Background: an optimization exercise with open tools, aiming at small area. Do not read the settings as production practice.
The RTL was checked by simulation tests, not by an equivalence proof against the original design.
Power is estimated from default activity; no workload was simulated.

==> flow/design.v, too long to show whole: its modules and the start of the top module <==
// module playfield_rotator: 1623 lines
// module rot_fa: 4 lines
// module rot_ha: 4 lines
module playfield_rotator #(
  parameter int ITER = 12,
  parameter int CW   = 11
) (
  input  logic                 clk,
  input  logic                 reset,
  input  logic [9:0]           angle,
  input  logic                 update,
  input  logic [7:0]           scale,
  output logic                 busy,
  output logic                 coef_done,
  input  logic                 pix_valid,
  input  logic signed [CW-1:0] pix_x,
  input  logic signed [CW-1:0] pix_y,
  output logic                 out_valid,
  output logic signed [CW-1:0] rx,
  output logic signed [CW-1:0] ry
);
  // ...
==> flow/flow/run.sh <==
#!/bin/bash
# The standard layout (standard.sh), with these changes:
#  - the port buffers are the smallest buffer cell (buf_1);
#  - clock tree synthesis clusters up to 25 sinks per leaf buffer and inserts no
#    dummy loads.
# standard.sh's full output goes to standard.log; ORFS keeps each step's log
# under orfs/logs.
set -e
export BUFFER_PORTS_ARGS="-buffer_cell sky130_fd_sc_hd__buf_1"
export REMOVE_ABC_BUFFERS=1
export CTS_ARGS="-sink_clustering_enable -repair_clock_nets -sink_clustering_size 25 -sink_clustering_max_diameter 100 -dont_use_dummy_load"
bash standard.sh > standard.log 2>&1
==> flow/standard.sh <==
#!/bin/bash
# synth_recipe.tcl (not shown) runs the flow's synth.tcl, then flattens the netlist and writes it again
# the make line also repeats each setting of config.mk as NAME=value (left out here)
make -C /OpenROAD-flow-scripts/flow DESIGN_CONFIG=/design/flow/config.mk WORK_HOME=/design/flow/orfs CLKGATE_MAP_FILE= SYNTH_SCRIPT=/design/flow/synth_recipe.tcl "${@:-finish}"
==> flow/config.mk <==
export PLATFORM = sky130hd
export DESIGN_NAME = playfield_rotator
export DESIGN_NICKNAME = playfield_rotator
export VERILOG_FILES = /design/flow/design.v
export SDC_FILE = /design/flow/constraint.sdc
export NUM_CORES = 4
export LEC_CHECK = 0
export ABC_AREA = 1
export CAP_MARGIN = 20
export CORE_MARGIN = 2
export CORE_UTILIZATION = 40
export GPL_TIMING_DRIVEN = 0
export SLEW_MARGIN = 20
export SYNTH_HIERARCHICAL = 1
export SYNTH_MINIMUM_KEEP_SIZE = 0
==> flow/constraint.sdc <==
create_clock -name core_clock -period 10.0 [get_ports {clk}]
set_input_delay 2.0000 -clock core_clock [delete_from_list [all_inputs] [get_ports {clk}]]
set_output_delay 2.0000 -clock core_clock [all_outputs]
set_load 0.01 [all_outputs]
==> impl_metrics.json, run 1 <==
{
  "tap_cells": 782,
  "multi_input_comb_cells": 2136,
  "synth_edf_count": 10,
  "hpwl_um": 66500,
  "fin_util": 0.419,
  "yosys-top-cells-area": "fa_1 (36%), dfxtp_1 (16%), o22ai_1 (7.3%), a21oi_1 (7.0%), nand2_1 (6.4%)",
  "r2r-start": "t[0]",
  "async_flop_share": 0,
  "dieArea_mm2": 0.0630,
  "start_util": 0.404,
  "clk_share": 0.0138,
  "first_pass_iters": 7,
  "fp.coreArea_mm2": 0.0604,
  "cp.arrival_ns": 9.95,
  "layout_commonest_cell": "fa_1",
  "filler_cell_count": 6024,
  "yosysTopAreaCell": "fa_1",
  "tns_ns": 0,
  "ys.flop_type": "dfxtp_1",
  "crit_top_cell": "fa_1",
  "combinationalPowerShare": 0.719,
  "wl_met3_um": 10700,
  "drt_iter0_drc": 2940,
  "seq_area_frac": 0.169,
  "status": "timing/DRC/antenna clean",
  "clkPwrFrac": 0.085,
  "cts_tree": "done",
  "crit_type": "reg2reg"
}
==> run 2: changes to the inputs <==
--- a/flow/design.v
+++ b/flow/design.v
@@ -13,22 +13,20 @@
   input  logic                 pix_valid,
   input  logic signed [CW-1:0] pix_x,
   input  logic signed [CW-1:0] pix_y,
   output logic                 out_valid,
   output logic signed [CW-1:0] rx,
   output logic signed [CW-1:0] ry
 );
   logic [3:0] t;
-  logic [3:0] sh_r;    
   always_ff @(posedge clk) begin
-    if (reset)          begin t <= 4'd0;        sh_r <= 4'd2;        end
-    else if (update)    begin t <= 4'd1;        sh_r <= 4'd3;        end
-    else if (t != 4'd0) begin t <= t + 4'd1;    sh_r <= t + 4'd3;    end
-    else                begin                   sh_r <= 4'd2;        end
+    if (reset)          t <= 4'd0;
+    else if (update)    t <= 4'd1;
+    else if (t != 4'd0) t <= t + 4'd1;
   end
   assign busy      = (t != 4'd0) && (t != 4'd15);
   assign coef_done = (t == 4'd15);
   wire t10    = (t == 4'd10);
   wire t11    = (t == 4'd11);
   wire t12    = (t == 4'd12);
   wire t13    = (t == 4'd13);
   wire t14    = (t == 4'd14);
@@ -78,17 +76,17 @@
   rot_fa u_zl_8 (.a(angle[4]), .b(k3[10]), .c(zl_7), .s(zl_8), .co(zl_9));
   wire zl_10, zl_11;
   rot_fa u_zl_10 (.a(angle[5]), .b(k3[11]), .c(zl_9), .s(zl_10), .co(zl_11));
   wire zl_12, zl_13;
   rot_fa u_zl_12 (.a(angle[6]), .b(k3[12]), .c(zl_11), .s(zl_12), .co(zl_13));
   wire zl_14 = angle[7] ^ k3[13] ^ zl_13;
   assign zl_hi = {zl_14, zl_12, zl_10, zl_8, zl_6, zl_4, zl_2, zl_0};
   wire               dir = mwin | (~cz[13] & ~t14);
-  wire [3:0]         sh  = sh_r;      
+  wire [3:0]         sh  = t + 4'd2;
   wire signed [15:0] xsh = cx >>> sh;
   wire signed [15:0] ysh = cy >>> sh;
   wire [15:0]        xs  = xsh & {16{~mwin}};
   wire [15:0]        ys  = ysh & {16{~mwin}};
   wire [16:0]        xop = {17{dir}} ^ {ys[15], ys};      
   wire [15:0]        yop = {16{~dir}} ^ xs;               
   wire               ycin = ~dir;
   wire [13:0]        zop = {14{dir}} ^ atan_lut(t);       
@@ -481,18 +479,18 @@
     end else if (commit) begin
       c <= cy;
       s <= cx;
       e <= xsum;
     end
   end
   logic               v1, v2;
   logic signed [10:0] x1, y1;
-  logic [23-1:0]  px_q, py_q;
-  wire  [23-1:0]  px_mid, py_mid;
+  logic [22-1:0]  px_q, py_q;
+  wire  [22-1:0]  px_mid, py_mid;
   wire  [12:0]        px_hi, py_hi;    
   wire [10:0] px_sc = x1 & y1;      
   wire [10:0] px_ss = ~x1 & ~y1;
   wire [10:0] px_se = x1 & ~y1;
   wire [10:0] py_sc = ~x1 & y1;     
   wire [10:0] py_ss = x1 & ~y1;
   wire [10:0] py_se = x1 & y1;
   wire px_0 = ~(((px_sc[0] & c[0]) | (px_ss[0] & s[0]) | (px_se[0] & e[0])));
@@ -1051,17 +1049,19 @@
   wire px_553, px_554;
   rot_fa u_px_553 (.a(px_500), .b(px_501), .c(px_552), .s(px_553), .co(px_554));
   wire px_555, px_556;
   rot_fa u_px_555 (.a(px_502), .b(px_503), .c(px_554), .s(px_555), .co(px_556));
   wire px_557, px_558;
   rot_fa u_px_557 (.a(px_504), .b(px_505), .c(px_556), .s(px_557), .co(px_558));
   wire px_559, px_560;
   rot_fa u_px_559 (.a(px_506), .b(px_507), .c(px_558), .s(px_559), .co(px_560));
-  assign px_mid = {px_560, px_186, px_524, px_523, px_522, px_521, px_520, px_519, px_518, px_517, px_516, px_515, px_514, px_513, px_512, px_511, px_510, px_509, px_508, px_559, px_557, px_555, px_553};
+  wire px_561, px_562;
+  rot_fa u_px_561 (.a(px_508), .b(px_509), .c(px_560), .s(px_561), .co(px_562));
+  assign px_mid = {px_562, px_186, px_524, px_523, px_522, px_521, px_520, px_519, px_518, px_517, px_516, px_515, px_514, px_513, px_512, px_511, px_510, px_561, px_559, px_557, px_555, px_553};
   wire py_0 = ~(((py_sc[0] & c[0]) | (py_ss[0] & s[0]) | (py_se[0] & e[0])));
   wire py_1 = ~(((py_sc[0] & c[1]) | (py_ss[0] & s[1]) | (py_se[0] & e[1])));
   wire py_2 = ~(((py_sc[0] & c[2]) | (py_ss[0] & s[2]) | (py_se[0] & e[2])));
   wire py_3 = ~(((py_sc[0] & c[3]) | (py_ss[0] & s[3]) | (py_se[0] & e[3])));
   wire py_4 = ~(((py_sc[0] & c[4]) | (py_ss[0] & s[4]) | (py_se[0] & e[4])));
   wire py_5 = ~(((py_sc[0] & c[5]) | (py_ss[0] & s[5]) | (py_se[0] & e[5])));
   wire py_6 = ~(((py_sc[0] & c[6]) | (py_ss[0] & s[6]) | (py_se[0] & e[6])));
   wire py_7 = ~(((py_sc[0] & c[7]) | (py_ss[0] & s[7]) | (py_se[0] & e[7])));
@@ -1563,53 +1563,51 @@
   wire py_503, py_504;
   rot_fa u_py_503 (.a(py_452), .b(py_453), .c(py_502), .s(py_503), .co(py_504));
   wire py_505, py_506;
   rot_fa u_py_505 (.a(py_454), .b(py_455), .c(py_504), .s(py_505), .co(py_506));
   wire py_507, py_508;
   rot_fa u_py_507 (.a(py_456), .b(py_457), .c(py_506), .s(py_507), .co(py_508));
   wire py_509, py_510;
   rot_fa u_py_509 (.a(py_458), .b(py_459), .c(py_508), .s(py_509), .co(py_510));
-  assign py_mid = {py_510, py_186, py_476, py_475, py_474, py_473, py_472, py_471, py_470, py_469, py_468, py_467, py_466, py_465, py_464, py_463, py_462, py_461, py_460, py_509, py_507, py_505, py_503};
+  wire py_511, py_512;
+  rot_fa u_py_511 (.a(py_460), .b(py_461), .c(py_510), .s(py_511), .co(py_512));
+  assign py_mid = {py_512, py_186, py_476, py_475, py_474, py_473, py_472, py_471, py_470, py_469, py_468, py_467, py_466, py_465, py_464, py_463, py_462, py_511, py_509, py_507, py_505, py_503};
   wire pxh_0, pxh_1;
-  rot_fa u_pxh_0 (.a(px_q[4]), .b(px_q[5]), .c(px_q[22]), .s(pxh_0), .co(pxh_1));
+  rot_fa u_pxh_0 (.a(px_q[5]), .b(px_q[6]), .c(px_q[21]), .s(pxh_0), .co(pxh_1));
   wire pxh_2, pxh_3;
-  rot_fa u_pxh_2 (.a(px_q[6]), .b(px_q[7]), .c(pxh_1), .s(pxh_2), .co(pxh_3));
+  rot_fa u_pxh_2 (.a(px_q[7]), .b(px_q[8]), .c(pxh_1), .s(pxh_2), .co(pxh_3));
   wire pxh_4, pxh_5;
-  rot_fa u_pxh_4 (.a(px_q[8]), .b(px_q[9]), .c(pxh_3), .s(pxh_4), .co(pxh_5));
+  rot_fa u_pxh_4 (.a(px_q[9]), .b(px_q[10]), .c(pxh_3), .s(pxh_4), .co(pxh_5));
   wire pxh_6, pxh_7;
-  rot_fa u_pxh_6 (.a(px_q[10]), .b(px_q[11]), .c(pxh_5), .s(pxh_6), .co(pxh_7));
+  rot_fa u_pxh_6 (.a(px_q[11]), .b(px_q[12]), .c(pxh_5), .s(pxh_6), .co(pxh_7));
   wire pxh_8, pxh_9;
-  rot_fa u_pxh_8 (.a(px_q[12]), .b(px_q[13]), .c(pxh_7), .s(pxh_8), .co(pxh_9));
+  rot_fa u_pxh_8 (.a(px_q[13]), .b(px_q[14]), .c(pxh_7), .s(pxh_8), .co(pxh_9));
   wire pxh_10, pxh_11;
-  rot_fa u_pxh_10 (.a(px_q[14]), .b(px_q[15]), .c(pxh_9), .s(pxh_10), .co(pxh_11));
+  rot_fa u_pxh_10 (.a(px_q[15]), .b(px_q[16]), .c(pxh_9), .s(pxh_10), .co(pxh_11));
   wire pxh_12, pxh_13;
-  rot_fa u_pxh_12 (.a(px_q[16]), .b(px_q[17]), .c(pxh_11), .s(pxh_12), .co(pxh_13));
-  wire pxh_14, pxh_15;
-  rot_fa u_pxh_14 (.a(px_q[18]), .b(px_q[19]), .c(pxh_13), .s(pxh_14), .co(pxh_15));
-  wire pxh_16 = px_q[20] ^ px_q[21] ^ pxh_15;
-  assign px_hi = {pxh_16, pxh_14, pxh_12, pxh_10, pxh_8, pxh_6, pxh_4, pxh_2, pxh_0, px_q[3], px_q[2], px_q[1], px_q[0]};
+  rot_fa u_pxh_12 (.a(px_q[17]), .b(px_q[18]), .c(pxh_11), .s(pxh_12), .co(pxh_13));
+  wire pxh_14 = px_q[19] ^ px_q[20] ^ pxh_13;
+  assign px_hi = {pxh_14, pxh_12, pxh_10, pxh_8, pxh_6, pxh_4, pxh_2, pxh_0, px_q[4], px_q[3], px_q[2], px_q[1], px_q[0]};
   wire pyh_0, pyh_1;
-  rot_fa u_pyh_0 (.a(py_q[4]), .b(py_q[5]), .c(py_q[22]), .s(pyh_0), .co(pyh_1));
+  rot_fa u_pyh_0 (.a(py_q[5]), .b(py_q[6]), .c(py_q[21]), .s(pyh_0), .co(pyh_1));
   wire pyh_2, pyh_3;
-  rot_fa u_pyh_2 (.a(py_q[6]), .b(py_q[7]), .c(pyh_1), .s(pyh_2), .co(pyh_3));
+  rot_fa u_pyh_2 (.a(py_q[7]), .b(py_q[8]), .c(pyh_1), .s(pyh_2), .co(pyh_3));
   wire pyh_4, pyh_5;
-  rot_fa u_pyh_4 (.a(py_q[8]), .b(py_q[9]), .c(pyh_3), .s(pyh_4), .co(pyh_5));
+  rot_fa u_pyh_4 (.a(py_q[9]), .b(py_q[10]), .c(pyh_3), .s(pyh_4), .co(pyh_5));
   wire pyh_6, pyh_7;
-  rot_fa u_pyh_6 (.a(py_q[10]), .b(py_q[11]), .c(pyh_5), .s(pyh_6), .co(pyh_7));
+  rot_fa u_pyh_6 (.a(py_q[11]), .b(py_q[12]), .c(pyh_5), .s(pyh_6), .co(pyh_7));
   wire pyh_8, pyh_9;
-  rot_fa u_pyh_8 (.a(py_q[12]), .b(py_q[13]), .c(pyh_7), .s(pyh_8), .co(pyh_9));
+  rot_fa u_pyh_8 (.a(py_q[13]), .b(py_q[14]), .c(pyh_7), .s(pyh_8), .co(pyh_9));
   wire pyh_10, pyh_11;
-  rot_fa u_pyh_10 (.a(py_q[14]), .b(py_q[15]), .c(pyh_9), .s(pyh_10), .co(pyh_11));
+  rot_fa u_pyh_10 (.a(py_q[15]), .b(py_q[16]), .c(pyh_9), .s(pyh_10), .co(pyh_11));
   wire pyh_12, pyh_13;
-  rot_fa u_pyh_12 (.a(py_q[16]), .b(py_q[17]), .c(pyh_11), .s(pyh_12), .co(pyh_13));
-  wire pyh_14, pyh_15;
-  rot_fa u_pyh_14 (.a(py_q[18]), .b(py_q[19]), .c(pyh_13), .s(pyh_14), .co(pyh_15));
-  wire pyh_16 = py_q[20] ^ py_q[21] ^ pyh_15;
-  assign py_hi = {pyh_16, pyh_14, pyh_12, pyh_10, pyh_8, pyh_6, pyh_4, pyh_2, pyh_0, py_q[3], py_q[2], py_q[1], py_q[0]};
+  rot_fa u_pyh_12 (.a(py_q[17]), .b(py_q[18]), .c(pyh_11), .s(pyh_12), .co(pyh_13));
+  wire pyh_14 = py_q[19] ^ py_q[20] ^ pyh_13;
+  assign py_hi = {pyh_14, pyh_12, pyh_10, pyh_8, pyh_6, pyh_4, pyh_2, pyh_0, py_q[4], py_q[3], py_q[2], py_q[1], py_q[0]};
   function automatic logic signed [10:0] sat(input logic [12:0] v);
     if (v[12:10] == 3'b000 || v[12:10] == 3'b111) sat = v[10:0];
     else if (v[12]) sat = 11'sh400;
     else sat = 11'sh3ff;
   endfunction
   always_ff @(posedge clk) begin
     v1        <= pix_valid & ~reset;
     v2        <= v1 & ~reset;
==> flow/flow/run.sh (replaced) <==
#!/bin/bash
# The standard layout (standard.sh), with these changes:
#  - the port buffers are the smallest buffer cell (buf_1);
#  - clock tree synthesis clusters up to 16 sinks per clkbuf_8 leaf buffer and inserts no
#    dummy loads.
# standard.sh's full output goes to standard.log; ORFS keeps each step's log
# under orfs/logs.
set -e
export BUFFER_PORTS_ARGS="-buffer_cell sky130_fd_sc_hd__buf_1"
export REMOVE_ABC_BUFFERS=1
export CTS_ARGS="-sink_clustering_enable -repair_clock_nets -sink_clustering_size 16 -sink_clustering_max_diameter 70 -buf_list sky130_fd_sc_hd__clkbuf_8 -root_buf sky130_fd_sc_hd__clkbuf_16 -dont_use_dummy_load"
bash standard.sh > standard.log 2>&1
==> run 2 against run 1 <==
  * Clock power shrank 9.9%
  * Largest power group unchanged
  * Final area is 0.41% lower
  * Global-route usage is 1.3 points lower
  * Via count is 0.65% lower
  * Flip-flop and latch count is 6 lower
  * Still clean
  * Routed wire length shrank 5.1%
  * First-iteration DRC count increased by 13%
  * Worst hold slack better by 0.013 ns
  * Sequential share of layout area is 0.40 points lower
  * Critical path type unchanged
  * Final cell count decreased by 0.84%
  * Critical path depth fell by 10
==> impl_metrics.json, run 2 <==
{
  "io_buffers": 68,
  "syn_to_final_growth_pct": 4.89,
  "min_from": "v1",
  "status": "timing/DRC/antenna clean",
  "cts-root-buf": "clkbuf_16",
  "fp.dieW_um": 249,
  "fin_skew_ns": 0.0636,
  "stdcell_count": 3431,
  "combinationalPowerShare": 0.721,
  "r2r-start": "c[3]",
  "endpoint_kind": "flop",
  "syn_inst": 2774,
  "start_util": 0.405,
  "seq_power_share": 0.199,
  "hpwl_um": 62100,
  "holdPathEnd": "v2",
  "syn_area_mm2": 0.0240,
  "tns_ns": 0,
  "yosys-top-cells-area": "fa_1 (37%), dfxtp_1 (16%), o22ai_1 (7.3%), a21oi_1 (7.0%), nand2_1 (6.3%)",
  "fp.coreArea_mm2": 0.0592,
  "wl_per_cell_um": 24.9,
  "hold_depth": 2,
  "mostFrequentLayoutCells": "fa_1 (442), nand2_1 (393), a21oi_1 (338)",
  "ys.flop_type": "dfxtp_1",
  "path_max_fanout": 17,
  "cts-buffers-inserted": 20,
  "cp.arrival_ns": 9.97,
  "layout_commonest_cell": "fa_1",
  "r2r_cells": 22,
  "r2r_slack_ns": 0.40,
  "clock_sinks": 203,
  "gp_congestion": 0.951,
  "first_pass_iters": 9,
  "hold_slack_ns": 0.414,
  "synthMostInstantiatedCell": "fa_1",
  "internal_power_mw": 3.06,
  "critPathRequiredTime_ns": 10.37,
  "num_rows": 89,
  "clk_pin_slew_ns": 0.10,
  "cp-start-kind": "flop",
  "grt_setup_unrepaired": "no",
  "grt_pass1_vias": 21943,
  "yosysUniqueCellTypes": 42,
  "slew_headroom": 0.203,
  "antenna_found_initial": 0,
  "drt_iter0_drc": 3317,
  "drc": 0,
  "insertion_delay_ns": 0.53,
  "grt_usage": 0.271,
  "power.static_leakage_nw": 8.29,
  "dieArea_mm2": 0.0620,
  "drt_wl_total_um": 85600,
  "netlist_top_cells_count": "fa_1 (442), nand2_1 (404), a21oi_1 (338)",
  "async_flop_share": 0,
  "layout_min_cycle_time_ns": 9.60,
  "timing.final.crit_share": 0.960,
  "setup_viol": 0,
  "synth_top_area_frac": 0.368,
  "vias": 22057,
  "cts_buffer_depth": 3,
  "crit_type": "reg2reg",
  "p_per_area_mw_per_mm2": 249,
  "grt_pass1_wl_um": 132000,
  "power_switching_share": 0.512,
  "ir_drop_mv": 0.378,
  "min_path_type": "reg2reg",
  "worst_slew_pin_slew_ns": 1.19,
  "die_h_um": 249,
  "yosysTopAreaCell": "fa_1",
  "crit_top_cell": "fa_1",
  "ios": 69,
  "syn-mean-instance-area_um2": 8.66,
  "p_sw_mw": 3.21,
  "max_stage_delay_ns": 0.75,
  "cts_max_level": 1,
  "clkPwrFrac": 0.080,
  "design_area_mm2": 0.0252,
  "dp.cells": 3401,
  "power_mw": 6.27,
  "ant_nets": 0,
  "placed_area_mm2": 0.0248,
  "fin_nets": 3207,
  "maxCapViolCount": 0,
  "r2r-end": "px_q[4]",
  "grt_max_degree": 64,
  "holdBufCountCts": 0,
  "largestRegisters": "px_q: 22 flops, py_q: 22 flops, e: 17 flops",
  "worstPathCellList": "clkinv_1, o221ai_1, ha_1, inv_1, fa_1, fa_1, fa_1, fa_1, fa_1, fa_1, fa_1, fa_1, fa_1, fa_1, fa_1, fa_1, fa_1, fa_1, fa_1, fa_1, fa_1, fa_1",
  "hold_viol": 0,
  "critPathSlowestCell": "clkinv_1",
  "synth_edf_count": 10,
  "final_max_slew_viol_count": 0,
  "drive_above_1_share": 0.0467,
  "cts_tree": "done",
  "yosysWarningCount": 7,
  "filler_cell_count": 5913,
  "synth-seq-cells": 203,
  "fmax_mhz": 104,
  "overflow": 0,
  "viasPerCell": 6.43,
  "ys_seq_area_frac": 0.173
}
-- run 2: cells by family after synthesis --
group | Yosys count | synth area share
buffers and inverters | 448 | 0.0730
AND/OR/NAND/NOR | 653 | 0.113
flip-flops | 203 | 0.173
adder cells (fa/ha/maj) | 504 | 0.401
AO/OA/AOI/OAI | 931 | 0.227
XOR/XNOR | 35 | 0.0135
-- run 2: repair_timing --
item,CTS,global route
setup endpoints to repair,9,7
gates cloned,2,0
gates resized for setup,6,6
endpoints found under the hold margin,0,0
setup buffers,1,6
-- run 2: per-module statistics from Yosys, one instance, submodules excluded --
module             cell area (µm²)  cells  copies in the design  flops+latches
rot_fa                        20.0      1                   442              0
rot_ha                        12.5      1                    23              0
playfield_rotator            14900   2309                     1            203
-- run 2: stage by stage --
step	setup WS, ns	utilization
floorplan	-0.114	-
global placement	-2.04	0.410
detailed placement	-0.948	0.418
CTS	0.0537	0.424
global route	0.0495	0.425
finish	0.402	0.425
-- run 2: power groups by stage --
stage | Combinational, mW | Clock, mW | Sequential (mW)
6_report | 4.52 | 0.503 | 1.25
3_5_place_dp | 4.52 | 0 | 1.27
3_3_place_gp | 4.40 | 0 | 1.27
5_1_grt | 5.20 | 0.548 | 1.28
2_1_floorplan | 3.18 | 0 | 1.21
4_1_cts | 4.56 | 0.523 | 1.25
-- run 2: worst max-delay path by stage --
stage	endpoint	slack [ns]	depth (start not counted)	start
2_1_floorplan	e[16]	-0.11	30	t[0]
3_3_place_gp	e[16]	-2.04	30	t[0]
3_5_place_dp	e[16]	-0.95	32	t[1]
4_1_cts	py_q[4]	0.05	22	x1[3]
5_1_grt	e[16]	0.05	30	t[2]
6_report	px_q[4]	0.40	22	c[3]
-- run 2: area by class of cell --
type                            count  area [µm²]  share of cell area
Multi-Input combinational cell   2123       18200               0.724
Sequential cell                   203        4170               0.165
Tap cell                          773         967              0.0384
Inverter                          216         840              0.0333
Timing Repair Buffer               93         668              0.0265
Clock buffer                       20         309              0.0123
Timing Repair inverter              2        10.0            0.000397
Antenna cell                        1        2.50           0.0000993
-- run 2: per-layer routing --
layer | vias up | wire length (µm) | track usage
li1 | 9259 | - | -
met1 | 10766 | 34800 | 0.381
met2 | 1689 | 36800 | 0.401
met3 | 343 | 10100 | 0.0673
met4 | 0 | 3830 | 0.107
met5 | - | 0 | 0
-- run 2: critical path, delay by kind of cell (launching register included) --
kind,cells,cell delay (ns)
adders and majority gates,19,7.56
DFF,1,0.60
AOI/OAI and AO/OA,1,0.46
buffers and inverters,2,0.83

static timing again, ports no longer ideal:
How much do the figures lean on ideal ports? The routed layouts below were timed once more, with nothing changed but the port constraints. Step 1 (the two cells are an assumption about what drives the block):
set clk [get_ports {clk}]
set_driving_cell -lib_cell sky130_fd_sc_hd__clkbuf_16 $clk
set_driving_cell -lib_cell sky130_fd_sc_hd__buf_2 [delete_from_list [all_inputs] $clk]
Step 2 times the ports against the registers' clock, not the clock port: input delays grow and output delays shrink by t, the midpoint of the rising clock arrivals with the driver on. Three values: ideal, step 1, step 2; two values: the first two.
run	t (ns)	setup WS [ns]	worst setup path at the end	slew at the worst register clock pin (ns)
run 1	0.556	0.472 / 0.472 / 0.472	register to register	0.10 / 0.10
run 2	0.554	0.402 / 0.402 / 0.402	register to register	0.11 / 0.11
After both steps setup and hold are still met in every run listed.
